What follows belongs to an exercise in optimizing a design on an open flow for small area, a short achievable clock period and few clock cycles per item; a production flow would make more cautious choices.
Where RTL was checked, it was by simulation tests only, not by an equivalence proof against the original.
Power and IR drop assume default switching activity.

// alu_cluster
module alu_cluster (
  input  logic          clk,
  input  logic          rst,
  input  logic          in_valid,
  output logic          in_ready,
  input  logic [145:0]  in_req,
  output logic          out_valid,
  input  logic          out_ready,
  output logic [72:0]   out_rsp
);
export LEC_CHECK = 0
export ABC_AREA = 1
export CAP_MARGIN = 30
export CORE_MARGIN = 2
export CORE_UTILIZATION = 40
export PLACE_DENSITY = 0.6
export SETUP_SLACK_MARGIN = 2.0
export SLEW_MARGIN = 20
create_clock -name core_clock -period 6.0 [get_ports {clk}]
standard.sh (not shown) runs the stock make flow with config.mk's settings and CLKGATE_MAP_FILE= SYNTH_SCRIPT=/design/flow/synth_recipe.tcl, a recipe that flattens the netlist after the stock synthesis.
==> flow/flow/run.sh <==
#!/bin/bash
# The standard layout, with plain buf_1 cells as the port buffers (the resizer
# upsizes them where timing needs it).
set -euo pipefail
export BUFFER_PORTS_ARGS="-buffer_cell sky130_fd_sc_hd__buf_1"
export ADDER_MAP_FILE=
export SKIP_GATE_CLONING=1
bash standard.sh > standard.log 2>&1
Then changed:
--- a/flow/design.v
+++ b/flow/design.v
@@ -101,14 +101,12 @@
     endcase
   end
 endmodule
 `timescale 1ns/1ps
 module alu_lane (
   input  logic [145:0]  req,
-  input  logic          load,       
-  input  logic [63:0]   res_held,   
   output logic [72:0]   rsp
 );
 localparam int DATA_W     = 64;
 localparam int HALF_W     = 32;  
 localparam int TAG_W      = 4;
 localparam int NUM_LANES  = 4;
@@ -221,35 +219,35 @@
   logic [DATA_W-1:0] keep_a;
   logic [DATA_W-1:0] ext;
   assign s_fill = (sxt == SXT_BYTE) ? a[7] : (sxt == SXT_HALF) ? a[15] : a[31];
   always_comb begin
     for (int i = 0; i < DATA_W; i++) begin
       if (i < 8)
-        keep_a[i] = load & (~taken | is_sxt);
+        keep_a[i] = ~taken | is_sxt;
       else if (i < 16)
-        keep_a[i] = load & (~taken | (is_sxt & (sxt != SXT_BYTE)));
+        keep_a[i] = ~taken | (is_sxt & (sxt != SXT_BYTE));
       else if (i < 32)
-        keep_a[i] = load & (~taken | (is_sxt & sxt[1]));
+        keep_a[i] = ~taken | (is_sxt & sxt[1]);
       else
-        keep_a[i] = load & ~taken;
-      ext[i] = load & taken & is_sxt & ~keep_a[i];
+        keep_a[i] = ~taken;
+      ext[i] = taken & is_sxt & ~keep_a[i];
     end
   end
   logic t_arith, t_p, t_g, t_b, t_shr, t_shl;
-  assign t_arith = load & taken & (is_add | is_sub);
-  assign t_p     = load & taken & is_xor;
-  assign t_b     = load & taken & is_or;
-  assign t_g     = load & taken & (is_and | is_or);
-  assign t_shr   = load & taken & (is_shr | is_sar);
-  assign t_shl   = load & taken & is_shl;
+  assign t_arith = taken & (is_add | is_sub);
+  assign t_p     = taken & is_xor;
+  assign t_b     = taken & is_or;
+  assign t_g     = taken & (is_and | is_or);
+  assign t_shr   = taken & (is_shr | is_sar);
+  assign t_shl   = taken & is_shl;
   logic [DATA_W-1:0] res;
   always_comb begin
     for (int i = 0; i < DATA_W; i++)
       res[i] = (t_arith & sum[i]) | (t_p & p[i]) | (t_g & g[i]) | (t_b & b[i]) |
                (t_shr & sh_out[i]) | (t_shl & sh_rev[i]) |
-               (keep_a[i] & a[i]) | (ext[i] & s_fill) | (~load & res_held[i]);
+               (keep_a[i] & a[i]) | (ext[i] & s_fill);
   end
   logic fc, fv;
   assign fc = (is_add | is_sub) & c[DATA_W];
   assign fv = (is_add | is_sub) & (a[DATA_W-1] == bx[DATA_W-1]) &&
               (sum[DATA_W-1] != a[DATA_W-1]);
   assign rsp[RS_RES +: DATA_W] = res;
@@ -441,29 +439,26 @@
 localparam int RS_FL   = 5;
 localparam int RS_RES  = 9;
   logic              slot_free;
   logic [RSP_W-1:0]  rsp_d;
   logic [RSP_W-1:0]  rsp_q;
   alu_lane lane_i (
-    .req      (in_req),
-    .load     (slot_free),
-    .res_held (rsp_q[RS_RES +: DATA_W]),
-    .rsp      (rsp_d)
+    .req (in_req),
+    .rsp (rsp_d)
   );
   assign slot_free = ~out_valid | out_ready;
   assign in_ready  = slot_free;
   always_ff @(posedge clk) begin
     if (rst)
       out_valid <= 1'b0;
     else if (slot_free)
       out_valid <= in_valid;
   end
   always_ff @(posedge clk) begin
-    rsp_q[RS_RES +: DATA_W] <= rsp_d[RS_RES +: DATA_W];
     if (slot_free)
-      rsp_q[RS_RES-1:0] <= rsp_d[RS_RES-1:0];
+      rsp_q <= rsp_d;
   end
   always_comb begin
     out_rsp = rsp_q;
     if (rsp_q[RS_TK]) begin
       out_rsp[RS_FL + FL_N] = rsp_q[RS_RES + DATA_W - 1];
       out_rsp[RS_FL + FL_Z] = ~|rsp_q[RS_RES +: DATA_W];
Hold slack gains 130 ps.
Wire length decreases by a little under a tenth.
Via count shrinks by a few percent.
Cell area fell slightly.
Power rises slightly.
Die area is higher slightly.
Clock power goes up by roughly a tenth.
Testbench counts after the change, summed over its fixed seeds: cycles 27,441, items 24,000.
Function not checked in the first run of this note: the RTL went through the layout flow alone.

* * *

== wip/onyx ==
Another version of the RTL of alu_cluster (not shown whole).
Size in the first run: roughly 2500 cells after synthesis, ~230 I/O pins.
==> module alu_lane, before the edit <==
module alu_lane (
  input  logic [145:0]  req,
  output logic [72:0]   rsp
);
localparam int DATA_W     = 64;
localparam int HALF_W     = 32;  
localparam int TAG_W      = 4;
localparam int NUM_LANES  = 4;
localparam int LANE_IDX_W = 2;
localparam int FL_C = 3;
localparam int FL_V = 2;
localparam int FL_N = 1;
localparam int FL_Z = 0;
localparam logic [3:0] OP_ADD = 4'd0;
localparam logic [3:0] OP_SUB = 4'd1;
localparam logic [3:0] OP_AND = 4'd2;
localparam logic [3:0] OP_OR  = 4'd3;
localparam logic [3:0] OP_XOR = 4'd4;
localparam logic [3:0] OP_SHL = 4'd5;
localparam logic [3:0] OP_SHR = 4'd6;
localparam logic [3:0] OP_SAR = 4'd7;
localparam logic [3:0] OP_SXT = 4'd8;
localparam logic [1:0] SXT_BYTE = 2'd0;
localparam logic [1:0] SXT_HALF = 2'd1;
localparam logic [1:0] SXT_WORD = 2'd2;
localparam int REQ_W   = 146;
localparam int RQ_TAG  = 0;
localparam int RQ_B    = 4;
localparam int RQ_A    = 68;
localparam int RQ_FIN  = 132;
localparam int RQ_SXT  = 136;
localparam int RQ_COND = 138;
localparam int RQ_OP   = 142;
localparam int RSP_W   = 73;
localparam int RS_TAG  = 0;
localparam int RS_TK   = 4;
localparam int RS_FL   = 5;
localparam int RS_RES  = 9;
  logic [3:0]        op;
  logic [3:0]        cond;
  logic [1:0]        sxt;
  logic [3:0]        fin;
  logic [DATA_W-1:0] a;
  logic [DATA_W-1:0] b;
  logic [TAG_W-1:0]  tag;
  logic              taken;
  assign op   = req[RQ_OP   +: 4];
  assign cond = req[RQ_COND +: 4];
  assign sxt  = req[RQ_SXT  +: 2];
  assign fin  = req[RQ_FIN  +: 4];
  assign a    = req[RQ_A    +: DATA_W];
  assign b    = req[RQ_B    +: DATA_W];
  assign tag  = req[RQ_TAG  +: TAG_W];
  flag_cond_eval cond_i (
    .cond  (cond),
    .flags (fin),
    .taken (taken)
  );
  logic is_add, is_sub, is_and, is_or, is_xor, is_shl, is_shr, is_sar, is_sxt;
  assign is_add = (op == OP_ADD);
  assign is_sub = (op == OP_SUB);
  assign is_and = (op == OP_AND);
  assign is_or  = (op == OP_OR);
  assign is_xor = (op == OP_XOR);
  assign is_shl = (op == OP_SHL);
  assign is_shr = (op == OP_SHR);
  assign is_sar = (op == OP_SAR);
  assign is_sxt = (op == OP_SXT);
  logic [DATA_W-1:0] bx;
  logic [DATA_W-1:0] p;
  logic [DATA_W-1:0] g;
  logic [DATA_W-1:0] gg;    
  logic [DATA_W-1:0] gp;    
  logic [DATA_W:0]   c;     
  logic [DATA_W-1:0] sum;
  assign bx = b ^ {DATA_W{is_sub}};
  assign p  = a ^ bx;
  assign g  = a & bx;
  always_comb begin
    gg = g;
    gp = p;
    gg[0] = g[0] | (p[0] & is_sub);
    for (int l = 0; l < 6; l++)
      for (int j = (2 << l) - 1; j < DATA_W; j += (2 << l)) begin
        gg[j] = gg[j] | (gp[j] & gg[j - (1 << l)]);
        gp[j] = gp[j] & gp[j - (1 << l)];
      end
    for (int l = 4; l >= 0; l--)
      for (int j = 3 * (1 << l) - 1; j < DATA_W; j += (2 << l)) begin
        gg[j] = gg[j] | (gp[j] & gg[j - (1 << l)]);
        gp[j] = gp[j] & gp[j - (1 << l)];
      end
  end
  assign c   = {gg, is_sub};
  assign sum = p ^ c[DATA_W-1:0];
  logic [5:0]        sh;
  logic [DATA_W-1:0] sh_in;
  logic [DATA_W-1:0] sh_out;
  logic [DATA_W-1:0] sh_rev;
  logic              fill;
  assign sh   = b[5:0];
  assign fill = is_sar & a[DATA_W-1];
  always_comb begin
    for (int i = 0; i < DATA_W; i++)
      sh_in[i] = is_shl ? a[DATA_W-1-i] : a[i];
  end
  assign sh_out = DATA_W'($signed({fill, sh_in}) >>> sh);
  always_comb begin
    for (int i = 0; i < DATA_W; i++)
      sh_rev[i] = sh_out[DATA_W-1-i];
  end
  logic              s_fill;
  logic [DATA_W-1:0] keep_a;
  logic [DATA_W-1:0] ext;
  assign s_fill = (sxt == SXT_BYTE) ? a[7] : (sxt == SXT_HALF) ? a[15] : a[31];
  always_comb begin
    for (int i = 0; i < DATA_W; i++) begin
      if (i < 8)
        keep_a[i] = ~taken | is_sxt;
      else if (i < 16)
        keep_a[i] = ~taken | (is_sxt & (sxt != SXT_BYTE));
      else if (i < 32)
        keep_a[i] = ~taken | (is_sxt & sxt[1]);
      else
        keep_a[i] = ~taken;
      ext[i] = taken & is_sxt & ~keep_a[i];
    end
  end
  logic t_arith, t_p, t_g, t_shr, t_shl;
  assign t_arith = taken & (is_add | is_sub);
  assign t_p     = taken & (is_xor | is_or);
  assign t_g     = taken & (is_and | is_or);
  assign t_shr   = taken & (is_shr | is_sar);
  assign t_shl   = taken & is_shl;
  logic [DATA_W-1:0] res;
  always_comb begin
    for (int i = 0; i < DATA_W; i++)
      res[i] = (t_arith & sum[i]) | (t_p & p[i]) | (t_g & g[i]) |
               (t_shr & sh_out[i]) | (t_shl & sh_rev[i]) |
               (keep_a[i] & a[i]) | (ext[i] & s_fill);
  end
  logic fc, fv;
  assign fc = (is_add | is_sub) & c[DATA_W];
  assign fv = (is_add | is_sub) & (a[DATA_W-1] == bx[DATA_W-1]) &&
              (sum[DATA_W-1] != a[DATA_W-1]);
  assign rsp[RS_RES +: DATA_W] = res;
  assign rsp[RS_FL + FL_C]     = taken ? fc : fin[FL_C];
  assign rsp[RS_FL + FL_V]     = taken ? fv : fin[FL_V];
  assign rsp[RS_FL + FL_N]     = fin[FL_N];
  assign rsp[RS_FL + FL_Z]     = fin[FL_Z];
  assign rsp[RS_TK]            = taken;
  assign rsp[RS_TAG +: TAG_W]  = tag;
endmodule
export LEC_CHECK = 0
export ABC_AREA = 1
export CAP_MARGIN = 30
export CORE_MARGIN = 2
export CORE_UTILIZATION = 40
export PLACE_DENSITY = 0.6
export SETUP_SLACK_MARGIN = 2.0
export SLEW_MARGIN = 20
create_clock -name core_clock -period 6.0 [get_ports {clk}]
==> flow/flow/run.sh <==
#!/bin/bash
# The standard layout, with plain buf_1 cells as the port buffers (the resizer
# upsizes them where timing needs it).
set -euo pipefail
export BUFFER_PORTS_ARGS="-buffer_cell sky130_fd_sc_hd__buf_1"
export ADDER_MAP_FILE=
bash standard.sh > standard.log 2>&1
diff inputs: wip/onyx => wip/zinc
-- flow/design.v --
<<< wip/onyx, line 171
  assign is_sar = (op == OP_SAR);
  assign is_sxt = (op == OP_SXT);
  logic [DATA_W-1:0] bx;
  logic [DATA_W-1:0] p;
>>> wip/zinc, line 171
  assign is_sar = (op == OP_SAR);
  assign is_sxt = (op == OP_SXT);
  logic              inv_b;
  logic [DATA_W-1:0] bx;
  logic [DATA_W-1:0] p;
<<< wip/onyx, line 178
  logic [DATA_W:0]   c;     
  logic [DATA_W-1:0] sum;
  assign bx = b ^ {DATA_W{is_sub}};
  assign p  = a ^ bx;
  assign g  = a & bx;
>>> wip/zinc, line 179
  logic [DATA_W:0]   c;     
  logic [DATA_W-1:0] sum;
  assign inv_b = op[0];
  assign bx = b ^ {DATA_W{inv_b}};
  assign p  = a ^ bx;
  assign g  = a & bx;
<<< wip/onyx, line 184
    gg = g;
    gp = p;
    gg[0] = g[0] | (p[0] & is_sub);
    for (int l = 0; l < 6; l++)
      for (int j = (2 << l) - 1; j < DATA_W; j += (2 << l)) begin
>>> wip/zinc, line 186
    gg = g;
    gp = p;
    gg[0] = g[0] | (p[0] & inv_b);
    for (int l = 0; l < 6; l++)
      for (int j = (2 << l) - 1; j < DATA_W; j += (2 << l)) begin
<<< wip/onyx, line 196
      end
  end
  assign c   = {gg, is_sub};
  assign sum = p ^ c[DATA_W-1:0];
  logic [5:0]        sh;
>>> wip/zinc, line 198
      end
  end
  assign c   = {gg, inv_b};
  assign sum = p ^ c[DATA_W-1:0];
  logic [5:0]        sh;
<<< wip/onyx, line 231
    end
  end
  logic t_arith, t_p, t_g, t_shr, t_shl;
  assign t_arith = taken & (is_add | is_sub);
  assign t_p     = taken & (is_xor | is_or);
  assign t_g     = taken & (is_and | is_or);
  assign t_shr   = taken & (is_shr | is_sar);
>>> wip/zinc, line 233
    end
  end
  logic t_arith, t_p, t_g, t_b, t_shr, t_shl;
  assign t_arith = taken & (is_add | is_sub);
  assign t_p     = taken & is_xor;
  assign t_b     = taken & is_or;
  assign t_g     = taken & (is_and | is_or);
  assign t_shr   = taken & (is_shr | is_sar);
<<< wip/onyx, line 240
  always_comb begin
    for (int i = 0; i < DATA_W; i++)
      res[i] = (t_arith & sum[i]) | (t_p & p[i]) | (t_g & g[i]) |
               (t_shr & sh_out[i]) | (t_shl & sh_rev[i]) |
               (keep_a[i] & a[i]) | (ext[i] & s_fill);
>>> wip/zinc, line 243
  always_comb begin
    for (int i = 0; i < DATA_W; i++)
      res[i] = (t_arith & sum[i]) | (t_p & p[i]) | (t_g & g[i]) | (t_b & b[i]) |
               (t_shr & sh_out[i]) | (t_shl & sh_rev[i]) |
               (keep_a[i] & a[i]) | (ext[i] & s_fill);
Timing, DRC, antenna: 0 failures across wip/onyx and wip/zinc
Multi-input combinational cell area, wip/zinc vs wip/onyx: down by a few percent
Logic gate share of total power, wip/onyx and wip/zinc: higher on wip/onyx
Cmp wip/zinc vs wip/onyx: longest individual stage delay on the worst path higher in wip/zinc
Sort wip/onyx and wip/zinc by layout overhead on the synthesized area asc -> top: wip/zinc
Sequential cell count delta (wip/onyx -> wip/zinc): insignificant
Summary of the comparison: minimum clock period after layout is lower in wip/zinc, relative to wip/onyx.
wip/zinc vs. wip/onyx: aggregate routed wire length picked up an extra 1.3%; clock transition at the register clock pins on the worst setup and hold paths after CTS neither gained nor lost much.
Testbench counts of wip/zinc, summed over its fixed seeds: cycles 27,441, items 24,000.
No functional check of the RTL was part of wip/onyx.

* * *

## the reference run
Another version of the RTL of alu_cluster (not shown whole).
For scale: ~74 flip-flops, roughly 230 I/O pins, roughly 16,000 µm² of cells after synthesis.
==> module alu_lane, before the edit <==
module alu_lane (
  input  logic [145:0]  req,
  output logic [72:0]   rsp
);
localparam int DATA_W     = 64;
localparam int HALF_W     = 32;  
localparam int TAG_W      = 4;
localparam int NUM_LANES  = 4;
localparam int LANE_IDX_W = 2;
localparam int FL_C = 3;
localparam int FL_V = 2;
localparam int FL_N = 1;
localparam int FL_Z = 0;
localparam logic [3:0] OP_ADD = 4'd0;
localparam logic [3:0] OP_SUB = 4'd1;
localparam logic [3:0] OP_AND = 4'd2;
localparam logic [3:0] OP_OR  = 4'd3;
localparam logic [3:0] OP_XOR = 4'd4;
localparam logic [3:0] OP_SHL = 4'd5;
localparam logic [3:0] OP_SHR = 4'd6;
localparam logic [3:0] OP_SAR = 4'd7;
localparam logic [3:0] OP_SXT = 4'd8;
localparam logic [1:0] SXT_BYTE = 2'd0;
localparam logic [1:0] SXT_HALF = 2'd1;
localparam logic [1:0] SXT_WORD = 2'd2;
localparam int REQ_W   = 146;
localparam int RQ_TAG  = 0;
localparam int RQ_B    = 4;
localparam int RQ_A    = 68;
localparam int RQ_FIN  = 132;
localparam int RQ_SXT  = 136;
localparam int RQ_COND = 138;
localparam int RQ_OP   = 142;
localparam int RSP_W   = 73;
localparam int RS_TAG  = 0;
localparam int RS_TK   = 4;
localparam int RS_FL   = 5;
localparam int RS_RES  = 9;
  logic [3:0]        op;
  logic [3:0]        cond;
  logic [1:0]        sxt;
  logic [3:0]        fin;
  logic [DATA_W-1:0] a;
  logic [DATA_W-1:0] b;
  logic [TAG_W-1:0]  tag;
  logic              taken;
  assign op   = req[RQ_OP   +: 4];
  assign cond = req[RQ_COND +: 4];
  assign sxt  = req[RQ_SXT  +: 2];
  assign fin  = req[RQ_FIN  +: 4];
  assign a    = req[RQ_A    +: DATA_W];
  assign b    = req[RQ_B    +: DATA_W];
  assign tag  = req[RQ_TAG  +: TAG_W];
  flag_cond_eval cond_i (
    .cond  (cond),
    .flags (fin),
    .taken (taken)
  );
  logic is_add, is_sub, is_and, is_or, is_xor, is_shl, is_shr, is_sar, is_sxt;
  assign is_add = (op == OP_ADD);
  assign is_sub = (op == OP_SUB);
  assign is_and = (op == OP_AND);
  assign is_or  = (op == OP_OR);
  assign is_xor = (op == OP_XOR);
  assign is_shl = (op == OP_SHL);
  assign is_shr = (op == OP_SHR);
  assign is_sar = (op == OP_SAR);
  assign is_sxt = (op == OP_SXT);
  logic [DATA_W-1:0] bx;
  logic [DATA_W-1:0] p;
  logic [DATA_W-1:0] g;
  logic [DATA_W-1:0] gg;    
  logic [DATA_W-1:0] gp;    
  logic [DATA_W:0]   c;     
  logic [DATA_W-1:0] sum;
  assign bx = b ^ {DATA_W{is_sub}};
  assign p  = a ^ bx;
  assign g  = a & bx;
  always_comb begin
    gg = g;
    gp = p;
    gg[0] = g[0] | (p[0] & is_sub);
    for (int l = 0; l < 6; l++) begin
      for (int j = 0; j < DATA_W; j++) begin
        if (((j >> l) & 1) == 1) begin
          gg[j] = gg[j] | (gp[j] & gg[((j >> l) << l) - 1]);
          gp[j] = gp[j] & gp[((j >> l) << l) - 1];
        end
      end
    end
  end
  assign c   = {gg, is_sub};
  assign sum = p ^ c[DATA_W-1:0];
  logic [5:0]        sh;
  logic [DATA_W-1:0] sh_in;
  logic [DATA_W-1:0] sh_out;
  logic [DATA_W-1:0] sh_rev;
  logic              fill;
  assign sh   = b[5:0];
  assign fill = is_sar & a[DATA_W-1];
  always_comb begin
    for (int i = 0; i < DATA_W; i++)
      sh_in[i] = is_shl ? a[DATA_W-1-i] : a[i];
  end
  assign sh_out = DATA_W'($signed({fill, sh_in}) >>> sh);
  always_comb begin
    for (int i = 0; i < DATA_W; i++)
      sh_rev[i] = sh_out[DATA_W-1-i];
  end
  logic              s_fill;
  logic [DATA_W-1:0] keep_a;
  logic [DATA_W-1:0] ext;
  assign s_fill = (sxt == SXT_BYTE) ? a[7] : (sxt == SXT_HALF) ? a[15] : a[31];
  always_comb begin
    for (int i = 0; i < DATA_W; i++) begin
      if (i < 8)
        keep_a[i] = ~taken | is_sxt;
      else if (i < 16)
        keep_a[i] = ~taken | (is_sxt & (sxt != SXT_BYTE));
      else if (i < 32)
        keep_a[i] = ~taken | (is_sxt & sxt[1]);
      else
        keep_a[i] = ~taken;
      ext[i] = taken & is_sxt & ~keep_a[i];
    end
  end
  logic t_arith, t_p, t_g, t_shr, t_shl;
  assign t_arith = taken & (is_add | is_sub);
  assign t_p     = taken & (is_xor | is_or);
  assign t_g     = taken & (is_and | is_or);
  assign t_shr   = taken & (is_shr | is_sar);
  assign t_shl   = taken & is_shl;
  logic [DATA_W-1:0] res;
  always_comb begin
    for (int i = 0; i < DATA_W; i++)
      res[i] = (t_arith & sum[i]) | (t_p & p[i]) | (t_g & g[i]) |
               (t_shr & sh_out[i]) | (t_shl & sh_rev[i]) |
               (keep_a[i] & a[i]) | (ext[i] & s_fill);
  end
  logic fc, fv;
  assign fc = (is_add | is_sub) & c[DATA_W];
  assign fv = (is_add | is_sub) & (a[DATA_W-1] == bx[DATA_W-1]) &&
              (sum[DATA_W-1] != a[DATA_W-1]);
  assign rsp[RS_RES +: DATA_W] = res;
  assign rsp[RS_FL + FL_C]     = taken ? fc : fin[FL_C];
  assign rsp[RS_FL + FL_V]     = taken ? fv : fin[FL_V];
  assign rsp[RS_FL + FL_N]     = fin[FL_N];
  assign rsp[RS_FL + FL_Z]     = fin[FL_Z];
  assign rsp[RS_TK]            = taken;
  assign rsp[RS_TAG +: TAG_W]  = tag;
endmodule
Settings: LEC_CHECK=0, ABC_AREA=1, CAP_MARGIN=30, CORE_MARGIN=2, CORE_UTILIZATION=40, PLACE_DENSITY=0.6, SETUP_SLACK_MARGIN=2.5, SLEW_MARGIN=20; clock period 6.0 ns.
Scripts as last shown in full above: flow/flow/run.sh
Testbench counts of the reference run, summed over its fixed seeds: cycles 27,441, items 24,000.
Changes in the trial run relative to the reference run:
-- flow/design.v --
<<< the reference run, line 171
  assign is_sar = (op == OP_SAR);
  assign is_sxt = (op == OP_SXT);
  logic [DATA_W-1:0] bx;
  logic [DATA_W-1:0] p;
>>> the trial run, line 171
  assign is_sar = (op == OP_SAR);
  assign is_sxt = (op == OP_SXT);
  logic              inv_b;
  logic [DATA_W-1:0] bx;
  logic [DATA_W-1:0] p;
<<< the reference run, line 178
  logic [DATA_W:0]   c;     
  logic [DATA_W-1:0] sum;
  assign bx = b ^ {DATA_W{is_sub}};
  assign p  = a ^ bx;
  assign g  = a & bx;
>>> the trial run, line 179
  logic [DATA_W:0]   c;     
  logic [DATA_W-1:0] sum;
  assign inv_b = op[0];
  assign bx = b ^ {DATA_W{inv_b}};
  assign p  = a ^ bx;
  assign g  = a & bx;
<<< the reference run, line 184
    gg = g;
    gp = p;
    gg[0] = g[0] | (p[0] & is_sub);
    for (int l = 0; l < 6; l++) begin
      for (int j = 0; j < DATA_W; j++) begin
        if (((j >> l) & 1) == 1) begin
          gg[j] = gg[j] | (gp[j] & gg[((j >> l) << l) - 1]);
          gp[j] = gp[j] & gp[((j >> l) << l) - 1];
        end
      end
    end
  end
  assign c   = {gg, is_sub};
  assign sum = p ^ c[DATA_W-1:0];
  logic [5:0]        sh;
>>> the trial run, line 186
    gg = g;
    gp = p;
    gg[0] = g[0] | (p[0] & inv_b);
    for (int l = 0; l < 6; l++)
      for (int j = (2 << l) - 1; j < DATA_W; j += (2 << l)) begin
        gg[j] = gg[j] | (gp[j] & gg[j - (1 << l)]);
        gp[j] = gp[j] & gp[j - (1 << l)];
      end
    for (int l = 4; l >= 0; l--)
      for (int j = 3 * (1 << l) - 1; j < DATA_W; j += (2 << l)) begin
        gg[j] = gg[j] | (gp[j] & gg[j - (1 << l)]);
        gp[j] = gp[j] & gp[j - (1 << l)];
      end
  end
  assign c   = {gg, inv_b};
  assign sum = p ^ c[DATA_W-1:0];
  logic [5:0]        sh;
<<< the reference run, line 229
    end
  end
  logic t_arith, t_p, t_g, t_shr, t_shl;
  assign t_arith = taken & (is_add | is_sub);
  assign t_p     = taken & (is_xor | is_or);
  assign t_g     = taken & (is_and | is_or);
  assign t_shr   = taken & (is_shr | is_sar);
>>> the trial run, line 233
    end
  end
  logic t_arith, t_p, t_g, t_b, t_shr, t_shl;
  assign t_arith = taken & (is_add | is_sub);
  assign t_p     = taken & is_xor;
  assign t_b     = taken & is_or;
  assign t_g     = taken & (is_and | is_or);
  assign t_shr   = taken & (is_shr | is_sar);
<<< the reference run, line 238
  always_comb begin
    for (int i = 0; i < DATA_W; i++)
      res[i] = (t_arith & sum[i]) | (t_p & p[i]) | (t_g & g[i]) |
               (t_shr & sh_out[i]) | (t_shl & sh_rev[i]) |
               (keep_a[i] & a[i]) | (ext[i] & s_fill);
>>> the trial run, line 243
  always_comb begin
    for (int i = 0; i < DATA_W; i++)
      res[i] = (t_arith & sum[i]) | (t_p & p[i]) | (t_g & g[i]) | (t_b & b[i]) |
               (t_shr & sh_out[i]) | (t_shl & sh_rev[i]) |
               (keep_a[i] & a[i]) | (ext[i] & s_fill);
Results
Compared the reference run against the trial run; number of synthesized flops with an enable pin within noise.
Worst setup slack in the trial run is 110 ps lower than in the reference run
The reference run → the trial run: area of the mapped netlist decreased by 1900 µm² relative to the old numbers; cell area after placement decreased by about 11% relative to the old numbers.
Of the trial run and the reference run, the trial run shows the higher largest fanout on the critical path, with the reference run below it.
Relative to the reference run, the buffering stage count on the worst path with inverters included of the trial run is higher by 3.
Looking at full die area, the trial run sits 11% below the reference run.
The global placement routability congestion in the trial run sits about 2.4% below the value recorded for the reference run.
Comparing synthesized-area fraction occupied by ao, oa, aoi and oai cells for the trial run and the reference run, the smaller number came from the reference run.
Taking the reference run as the reference, in the trial run post-route total power fell by about 8%, share of the core filled with cells fell by 2.8 points, number of flip-flops and latches in the synthesized netlist stayed essentially flat, final area fell by about 16%.
Testbench counts of the trial run, summed over its fixed seeds: cycles 27,441, items 24,000.

==> port drivers added, routing unchanged <==
In the flow no input, the clock included, has a driving cell. The finished layouts below were timed again as built, in two steps.
Step 1 assumes that a clkbuf_16 drives the clock port and a buf_2 every other input.
Step 2 also shifts input and output timing later by t, the mid clock arrival at the registers, as if the neighbouring blocks saw the same clock.
Slacks: no drivers / after step 1 / after step 2; pairs: no drivers / after step 1.
| run | shift t [ns] | setup WS [ns] | hold slack, ns |
|---|---|---|---|
| the first run of note 1 | 0.410 | 1.997 / 2.024 / 1.614 | 0.611 / 0.611 / 0.611 |
| the second run of note 1 | 0.399 | 2.044 / 2.045 / 1.646 | 0.740 / 0.740 / 0.740 |
| wip/onyx | 0.402 | 1.995 / 2.021 / 1.619 | 0.845 / 0.845 / 0.845 |
| wip/zinc | 0.398 | 2.022 / 2.023 / 1.624 | 0.745 / 0.745 / 0.745 |
| the reference run | 0.400 | 2.401 / 2.353 / 2.056 | 0.973 / 0.966 / 0.973 |
| the trial run | 0.399 | 2.288 / 2.211 / 1.812 | 0.743 / 0.743 / 0.743 |
After both steps setup and hold are still met in every run listed. For the trial run, which loses most, drivers alone change the setup slack by -0.077 ns; drivers and shift together by -0.476 ns.
